This is an optimization exercise on Yosys and OpenROAD, whose aim is small area, not a production implementation. Function was checked by simulation only, so behaviour that the tests miss may differ from the original. No activity file was given, so power comes from the tool's default toggle rates.

--- design/flow/run.sh ---
#!/bin/bash
# synth_recipe.tcl (not shown) runs the flow's synth.tcl, then flattens the netlist and writes it again
# the make line also repeats each setting of config.mk as NAME=value (left out here)
make -C /OpenROAD-flow-scripts/flow DESIGN_CONFIG=/design/flow/config.mk WORK_HOME=/design/flow/orfs CLKGATE_MAP_FILE= SYNTH_SCRIPT=/design/flow/synth_recipe.tcl finish
--- design/flow/config.mk ---
export PLATFORM = sky130hd
export DESIGN_NAME = cvn_top
export DESIGN_NICKNAME = cvn_top
export VERILOG_FILES = /design/flow/design.v
export SDC_FILE = /design/flow/constraint.sdc
export NUM_CORES = 4
export LEC_CHECK = 0
export CAP_MARGIN = 20
export CORE_MARGIN = 2
export CORE_UTILIZATION = 40
export PLACE_DENSITY = 0.6
export SLEW_MARGIN = 20
--- design/flow/constraint.sdc ---
create_clock -name core_clock -period 11.0 [get_ports {clk}]
set_input_delay 2.2000 -clock core_clock [delete_from_list [all_inputs] [get_ports {clk}]]
set_output_delay 2.2000 -clock core_clock [all_outputs]
set_load 0.01 [all_outputs]
--- design/flow/design.v ---
module cvn_top #(
	parameter int SAMPLE_WIDTH = 24
) (
	input  logic                    clk,
	input  logic                    arst_n,
	input  logic                    psel,
	input  logic                    penable,
	input  logic                    pwrite,
	input  logic [1:0]              paddr,
	input  logic [31:0]             pwdata,
	output logic [31:0]             prdata,
	output logic                    pready,
	input  logic                    cmd_valid,
	output logic                    cmd_ready,
	input  logic [1:0]              cmd_opcode,
	input  logic [SAMPLE_WIDTH-1:0] cmd_re,
	input  logic [SAMPLE_WIDTH-1:0] cmd_im,
	output logic                    rsp_valid,
	input  logic                    rsp_ready,
	output logic                    rsp_kind,
	output logic [SAMPLE_WIDTH-1:0] rsp_re,
	output logic [SAMPLE_WIDTH-1:0] rsp_im,
	output logic [31:0]             rsp_norm,
	output logic                    rsp_zero,
	output logic                    rsp_sat
);
	localparam logic [1:0] OP_ACCUM  = 2'd0;
	localparam logic [1:0] OP_FINISH = 2'd1;
	localparam logic [1:0] OP_SCALE  = 2'd2;
	localparam logic RESULT_SAMPLE = 1'b0;
	localparam logic RESULT_NORM   = 1'b1;
	localparam logic [1:0] ADDR_GRID_STEP = 2'd0;
	localparam logic [31:0] GRID_STEP_RESET = 32'h0100_0000;
	localparam logic [31:0] RECIP_ONE       = 32'h0100_0000;
	localparam logic [31:0] RECIP_MAX       = 32'hFFFF_FFFF;
	localparam int RECIP_FRAC = 24;
	localparam int DIV_BITS   = 41;
	localparam int NORM_SHIFT = 2 * SAMPLE_WIDTH - 10;
	localparam logic [5:0] DIV_TOP = 6'(DIV_BITS - 1);
	typedef enum logic [4:0] {
		S_IDLE = 5'b00001,
		S_MUL  = 5'b00010,
		S_SQRT = 5'b00100,
		S_DIV  = 5'b01000,
		S_EMIT = 5'b10000
	} state_t;
	typedef logic [SAMPLE_WIDTH-1:0] smp_t;
	function automatic logic [SAMPLE_WIDTH:0] round_sat(input logic [63:0] p, input logic neg);
		logic [40:0] r;
		logic [40:0] lim;
		smp_t        v;
		logic        s;
		r   = 41'(p >> RECIP_FRAC) + 41'(p[RECIP_FRAC-1]);
		lim = 41'(1) << (SAMPLE_WIDTH - 1);
		s   = 1'b0;
		if (neg) begin
			if (r > lim) begin
				r = lim;
				s = 1'b1;
			end
			v = SAMPLE_WIDTH'(41'd0 - r);
		end else begin
			if (r > lim - 41'd1) begin
				r = lim - 41'd1;
				s = 1'b1;
			end
			v = SAMPLE_WIDTH'(r);
		end
		round_sat = {s, v};
	endfunction
	state_t      state_q;
	logic [1:0]  step_q;
	logic [5:0]  cnt_q;
	logic        out_valid_q;
	logic [31:0] grid_q;
	logic [63:0] sum_q;
	logic [31:0] recip_q;
	logic [1:0]  op_q;
	smp_t        re_mag_q, im_mag_q;
	logic        re_neg_q, im_neg_q;
	logic [63:0] prod_q;
	logic [63:0] x_q;
	logic [63:0] res_q;
	logic [63:0] bit_q;
	logic [31:0] rem_q;
	logic [40:0] quo_q;
	smp_t        pend_re_q, pend_im_q;
	logic        pend_sat_q, pend_zero_q;
	logic                  rsp_kind_q;
	smp_t                  rsp_re_q, rsp_im_q;
	logic [31:0]           rsp_norm_q;
	logic                  rsp_zero_q, rsp_sat_q;
	logic        cmd_xfer, cfg_write, emit_load, sum_zero;
	smp_t        in_re, in_im;
	logic [31:0] mul_a, mul_b;
	logic [63:0] sub_a, sub_b;
	logic [64:0] diff;
	logic        sub_ge;
	logic [32:0] div_shift;
	logic [63:0] res_nxt;
	logic [40:0] quo_nxt;
	logic [95:0] fin_full;
	logic [127:0] fin_wide;
	logic        fin_clamp;
	logic [63:0] fin_sq;
	logic [64:0] sum_add;
	logic [SAMPLE_WIDTH:0] rnd;
	assign cmd_ready = (state_q == S_IDLE);
	assign cmd_xfer  = cmd_valid && cmd_ready;
	assign cfg_write = psel && penable && pwrite && (paddr == ADDR_GRID_STEP);
	assign pready    = 1'b1;
	assign prdata    = (paddr == ADDR_GRID_STEP) ? grid_q : '0;
	assign emit_load = (state_q == S_EMIT) && (!out_valid_q || rsp_ready);
	assign sum_zero  = (sum_q == '0);
	assign in_re = cmd_re[SAMPLE_WIDTH-1] ? smp_t'(~cmd_re + 1'b1) : cmd_re;
	assign in_im = cmd_im[SAMPLE_WIDTH-1] ? smp_t'(~cmd_im + 1'b1) : cmd_im;
	always_comb begin
		mul_a = '0;
		mul_b = '0;
		unique case (op_q)
			OP_ACCUM: begin
				mul_a = (step_q == 2'd0) ? 32'(re_mag_q) : 32'(im_mag_q);
				mul_b = mul_a;
			end
			OP_SCALE: begin
				mul_a = (step_q == 2'd0) ? 32'(re_mag_q) : 32'(im_mag_q);
				mul_b = recip_q;
			end
			OP_FINISH: begin
				mul_a = (step_q == 2'd0) ? sum_q[31:0] : sum_q[63:32];
				mul_b = grid_q;
			end
			default: begin
				mul_a = '0;
				mul_b = '0;
			end
		endcase
	end
	assign div_shift = {rem_q, (cnt_q == DIV_TOP)};
	always_comb begin
		if (state_q == S_DIV) begin
			sub_a = 64'(div_shift);
			sub_b = 64'(res_q[31:0]);
		end else begin
			sub_a = x_q;
			sub_b = res_q + bit_q;
		end
	end
	assign diff    = {1'b0, sub_a} - {1'b0, sub_b};
	assign sub_ge  = !diff[64];
	assign res_nxt = sub_ge ? (res_q >> 1) + bit_q : (res_q >> 1);
	assign quo_nxt = {quo_q[DIV_BITS-2:0], sub_ge};
	assign fin_full  = (96'(prod_q) << 32) + 96'(x_q);
	assign fin_wide  = 128'(fin_full);
	assign fin_clamp = (fin_wide >> (NORM_SHIFT + 64)) != '0;
	assign fin_sq    = fin_clamp ? '1 : 64'(fin_wide >> NORM_SHIFT);
	assign sum_add = {1'b0, sum_q} + {1'b0, prod_q};
	assign rnd     = round_sat(prod_q, (step_q == 2'd1) ? re_neg_q : im_neg_q);
	always_ff @(posedge clk or negedge arst_n) begin
		if (!arst_n) begin
			state_q     <= S_IDLE;
			step_q      <= '0;
			cnt_q       <= '0;
			out_valid_q <= 1'b0;
			grid_q      <= GRID_STEP_RESET;
			sum_q       <= '0;
			recip_q     <= RECIP_ONE;
		end else begin
			if (cfg_write) begin
				grid_q <= pwdata;
			end
			if (emit_load) begin
				out_valid_q <= 1'b1;
			end else if (rsp_ready) begin
				out_valid_q <= 1'b0;
			end
			unique case (state_q)
				S_IDLE: begin
					step_q <= '0;
					if (cmd_xfer && (cmd_opcode == OP_ACCUM || cmd_opcode == OP_SCALE ||
							cmd_opcode == OP_FINISH)) begin
						state_q <= S_MUL;
					end
				end
				S_MUL: begin
					step_q <= step_q + 2'd1;
					unique case (op_q)
						OP_ACCUM: begin
							if (step_q != 2'd0) begin
								sum_q <= sum_add[64] ? '1 : sum_add[63:0];
							end
							if (step_q == 2'd2) begin
								state_q <= S_IDLE;
							end
						end
						OP_SCALE: begin
							if (step_q == 2'd2) begin
								state_q <= S_EMIT;
							end
						end
						OP_FINISH: begin
							if (step_q == 2'd0 && sum_zero) begin
								recip_q <= RECIP_ONE;
								state_q <= S_EMIT;
							end else if (step_q == 2'd2) begin
								sum_q   <= '0;
								state_q <= S_SQRT;
							end
						end
						default: begin
							state_q <= S_IDLE;
						end
					endcase
				end
				S_SQRT: begin
					if (bit_q[0]) begin
						if (res_nxt == '0) begin
							recip_q <= RECIP_MAX;
							state_q <= S_EMIT;
						end else begin
							cnt_q   <= DIV_TOP;
							state_q <= S_DIV;
						end
					end
				end
				S_DIV: begin
					cnt_q <= cnt_q - 6'd1;
					if (cnt_q == '0) begin
						recip_q <= (quo_nxt[DIV_BITS-1:32] != '0) ? RECIP_MAX : quo_nxt[31:0];
						state_q <= S_EMIT;
					end
				end
				S_EMIT: begin
					if (emit_load) begin
						state_q <= S_IDLE;
					end
				end
				default: begin
					state_q <= S_IDLE;
				end
			endcase
		end
	end
	always_ff @(posedge clk) begin
		if (cmd_xfer) begin
			op_q        <= cmd_opcode;
			re_mag_q    <= in_re;
			im_mag_q    <= in_im;
			re_neg_q    <= cmd_re[SAMPLE_WIDTH-1];
			im_neg_q    <= cmd_im[SAMPLE_WIDTH-1];
			pend_sat_q  <= 1'b0;
			pend_zero_q <= 1'b0;
		end
		if (state_q == S_MUL) begin
			prod_q <= 64'(mul_a) * 64'(mul_b);
			if (op_q == OP_SCALE && step_q == 2'd1) begin
				pend_re_q  <= rnd[SAMPLE_WIDTH-1:0];
				pend_sat_q <= pend_sat_q | rnd[SAMPLE_WIDTH];
			end
			if (op_q == OP_SCALE && step_q == 2'd2) begin
				pend_im_q  <= rnd[SAMPLE_WIDTH-1:0];
				pend_sat_q <= pend_sat_q | rnd[SAMPLE_WIDTH];
			end
			if (op_q == OP_FINISH && step_q == 2'd0 && sum_zero) begin
				pend_zero_q <= 1'b1;
				res_q       <= '0;
			end
			if (op_q == OP_FINISH && step_q == 2'd1) begin
				x_q <= prod_q;
			end
			if (op_q == OP_FINISH && step_q == 2'd2) begin
				x_q        <= fin_sq;
				pend_sat_q <= pend_sat_q | fin_clamp;
				res_q      <= '0;
				bit_q      <= 64'(1) << 62;
			end
		end
		if (state_q == S_SQRT) begin
			if (sub_ge) begin
				x_q <= diff[63:0];
			end
			res_q <= res_nxt;
			bit_q <= bit_q >> 2;
			rem_q <= '0;
			quo_q <= '0;
			if (bit_q[0] && res_nxt == '0) begin
				pend_sat_q <= 1'b1;
			end
		end
		if (state_q == S_DIV) begin
			rem_q <= sub_ge ? diff[31:0] : div_shift[31:0];
			quo_q <= quo_nxt;
			if (cnt_q == '0 && quo_nxt[DIV_BITS-1:32] != '0) begin
				pend_sat_q <= 1'b1;
			end
		end
		if (emit_load) begin
			rsp_kind_q <= (op_q == OP_FINISH) ? RESULT_NORM : RESULT_SAMPLE;
			rsp_re_q   <= (op_q == OP_FINISH) ? '0 : pend_re_q;
			rsp_im_q   <= (op_q == OP_FINISH) ? '0 : pend_im_q;
			rsp_norm_q <= (op_q == OP_FINISH) ? res_q[31:0] : '0;
			rsp_zero_q <= pend_zero_q;
			rsp_sat_q  <= pend_sat_q;
		end
	end
	assign rsp_valid       = out_valid_q;
	assign rsp_kind = rsp_kind_q;
	assign rsp_re   = rsp_re_q;
	assign rsp_im   = rsp_im_q;
	assign rsp_norm  = rsp_norm_q;
	assign rsp_zero   = rsp_zero_q;
	assign rsp_sat   = rsp_sat_q;
endmodule
==> results.txt <==
[synth_stat cells, drive strengths merged (53+ instances only)]
cell	n
a21o	158
a21oi	393
a31oi	103
and2	203
buf	56
clkbuf	426
dfrtp	139
dfxtp	67
edfxtp	414
fa	898
ha	503
inv	974
mux2	93
nand2	1109
nand2b	56
nand3	113
nand4	104
nor2	910
nor2b	89
nor3	106
nor4	53
o21ai	365
or3	54
xnor2	254
xor2	147
[cell families (layout without fill, tap and decap cells)]
kind of cell	after synthesis	in the layout	share of synthesized area
XOR/XNOR	401	401	0.0463
adder cells (fa/ha/maj)	1401	1401	0.320
multiplexers	134	134	0.0193
buffers and inverters	1457	1559	0.0737
other	1	2	0.0000495
flip-flops	623	623	0.229
AND/OR/NAND/NOR	2972	2972	0.178
AO/OA/AOI/OAI	1560	1560	0.134
[flip-flops by register name, summed over array words and instances (netlist names), 32 cells and up]
name        count
quo_q          40
rsp_norm_q     32
recip_q        32
rem_q          32
x_q            64
prod_q         64
grid_q         32
res_q          64
sum_q          64
bit_q          32
[worst reg2reg max path, delay by kind of cell, from the launching register on]
family	cells	cell delay [ps]
xor+xnor	1	90
buf+inv	6	510
mux	1	460
fa+ha+maj	10	4880
flops	1	410
simple gates	4	1100
compound gates	11	2890
[cell type report]
type	instances	area, um^2	share of cell area
Tap cell	2495	3120	0.0373
Sequential cell	623	17300	0.207
Antenna cell	1	2.50	0.0000299
Timing Repair Buffer	441	3910	0.0466
Clock inverter	43	520	0.00621
Multi-Input combinational cell	6469	53100	0.633
Inverter	975	3660	0.0437
Clock buffer	100	2180	0.0260
[cell usage in the layout, fill, tap and decap left out, drive strengths merged, types with 56 or more instances in the layout]
master         count
xnor2            254
o21ai            365
mux2              93
clkdlybuf4s50    206
fa               898
dfxtp             67
nand2           1109
clkbuf           100
nand3            113
edfxtp           414
a21o             158
inv              984
xor2             147
buf              235
ha               503
dfrtp            139
nand2b            56
nor2             910
nand4            104
and2             203
nor3             106
a21oi            393
nor2b             89
a31oi            103
[per-stage QoR]
stage               hold slack [ps]  cell area [um^2]
finish                          477             83800
global route                    498             83800
CTS                             485             83800
detailed placement              473             81100
global placement                460             81100
floorplan                       408             75800
[per-layer routing]
layer	up-vias	GRT usage	wire length, um
li1	28700	-	-
met3	652	0.0512	22000
met5	-	0	12
met1	32500	0.387	118000
met2	2881	0.463	128000
met4	2	0.136	15300
[path summary, 6_finish.rpt]
path | startpoint | depth (start not counted) | end | slack [ps]
worst max-delay path | step_q[0] | 33 | prod_q[63] | 390
worst min-delay path | pend_zero_q | 2 | pend_zero_q | 480
worst max register to register | step_q[0] | 33 | prod_q[63] | 390
worst min register to register | pend_zero_q | 2 | pend_zero_q | 480
max in group asynchronous | arst_n | 2 | sum_q[0] | 8110
min in group asynchronous | arst_n | 1 | grid_q[4] | 1500
[power breakdown]
group	leakage, nW	switching [W]	total, W	internal, W
registers	6.57	0.000838	0.00404	0.00320
logic	28.8	0.00962	0.0153	0.00568
clock network	1.29	0.00114	0.00274	0.00161
[timing repair]
action,in CTS,in global routing
gates resized for setup,0,2
setup endpoints to repair,0,3
hold buffers,0,0
setup buffers,0,3
==> reports/results.tsv <==
metric	value	unit
syn-num-nets	10000	
design.core.area	0.188	mm^2
ios	209	
routed_via_density	5.80	
post-place-ws	373	ps
period_share	0.965	
synthTopCellsByArea	fa_1 (24%), edfxtp_1 (16%), ha_1 (8.3%), nand2_1 (5.5%), inv_1 (4.8%)	
synthFlopType	edfxtp_1	
power_density	263	mW/mm^2
synth.distinct_cells	109	
die-area	0.193	mm^2
gr-total-overflow	0	
fin_nets	10100	
tightest_slew	1130	ps
cp.required	11430	ps
tritoncts	done	
cts_buffer_depth	3	
cpMaxStageDelayCell	a222oi_1	
grt_setup_unrepaired	no	
timing.final.ws_setup	387	ps
finalPower	0.0221	W
fmax	94.2	MHz
clk_pin_slew	60	ps
ys_seq_area_frac	0.229	
cap_violations	0	
stdcell_count	11100	
dieWidth	439	um
grt_pass1_wl	424000	um
cts_root_buf	clkbuf_16	
hold_viol_final	0	
utilization	0.446	
clk_latency	720	ps
crit_type	register to register	
skew	38.2	ps
nFillCells	18400	
avgSynthCellArea	8.87	um^2
finalSetupViolCount	0	
netlist_area	0.0758	mm^2
worst-path-buf-inv	6	
syn_inst	8549	
antenna_found_initial	4	
rows	159	
cp.arrival	11040	ps
wl_per_cell	25.4	um
startpoint_type	register	
dr.pass1.iters	8	
grt_pass1_vias	65400	
yosysTopAreaCell	fa_1	
die_h	439	um
drt_iter0_drc	6322	
ir_worst_vdd	0.234	mV
drc	0	
layout-drive-gt1-share	0.0694	
fin_setup_tns	0	ps
ys_ff_latch	623	
place_congestion	0.981	
cpLargestDelayFamily	adder cells	
syn_to_final_growth	10.5	%
initial_core_util	0.403	
htree_levels	3	
numCtsBuffers	78	
vias	64700	
ys_warn_count	1	
status	timing/DRC/antenna clean	
post-route-min-period	10610	ps
worstSetupEndpointType	register	
portBuffers	207	
clock_sinks	623	
dp.cells	11000	
antenna_left	0	
maxSlewViolCount	0	
grt_max_degree	76	
dp_hpwl	228000	um
async_flop_share	0.228	
grt_use_total	0.292	
path_common_cell	fa_1	
slew_headroom	0.238	
hp-class	register to register	
synthDominantCellAreaShare	0.237	
synth_edf_count	414	
worst-path-max-fanout	19	
power_leakage	36.7	nW
slowest_delay	650	ps
wl	283000	um

==> re-timing with driven ports <==
In the flow no input, the clock included, has a driving cell. The finished layout below was timed again as built, in two steps.
Step 1 (the two cells are an assumption about what drives the block):
set clk [get_ports {clk}]
set_driving_cell -lib_cell sky130_fd_sc_hd__clkbuf_16 $clk
set_driving_cell -lib_cell sky130_fd_sc_hd__buf_2 [delete_from_list [all_inputs] $clk]
Step 2 times the ports against the registers' clock, not the clock port: input delays grow and output delays shrink by t, the midpoint of the rising clock arrivals with the driver on.
a / b / c = no drivers / after step 1 / after step 2; a / b = the first two.
shift t [ns]: 0.786
slack for setup (ns): 0.387 / 0.387 / 0.387
worst setup path at the end: register to register
After both steps setup and hold are still met in this run. For this run, drivers alone change the setup slack by 0.000 ns; drivers and shift together by 0.000 ns.
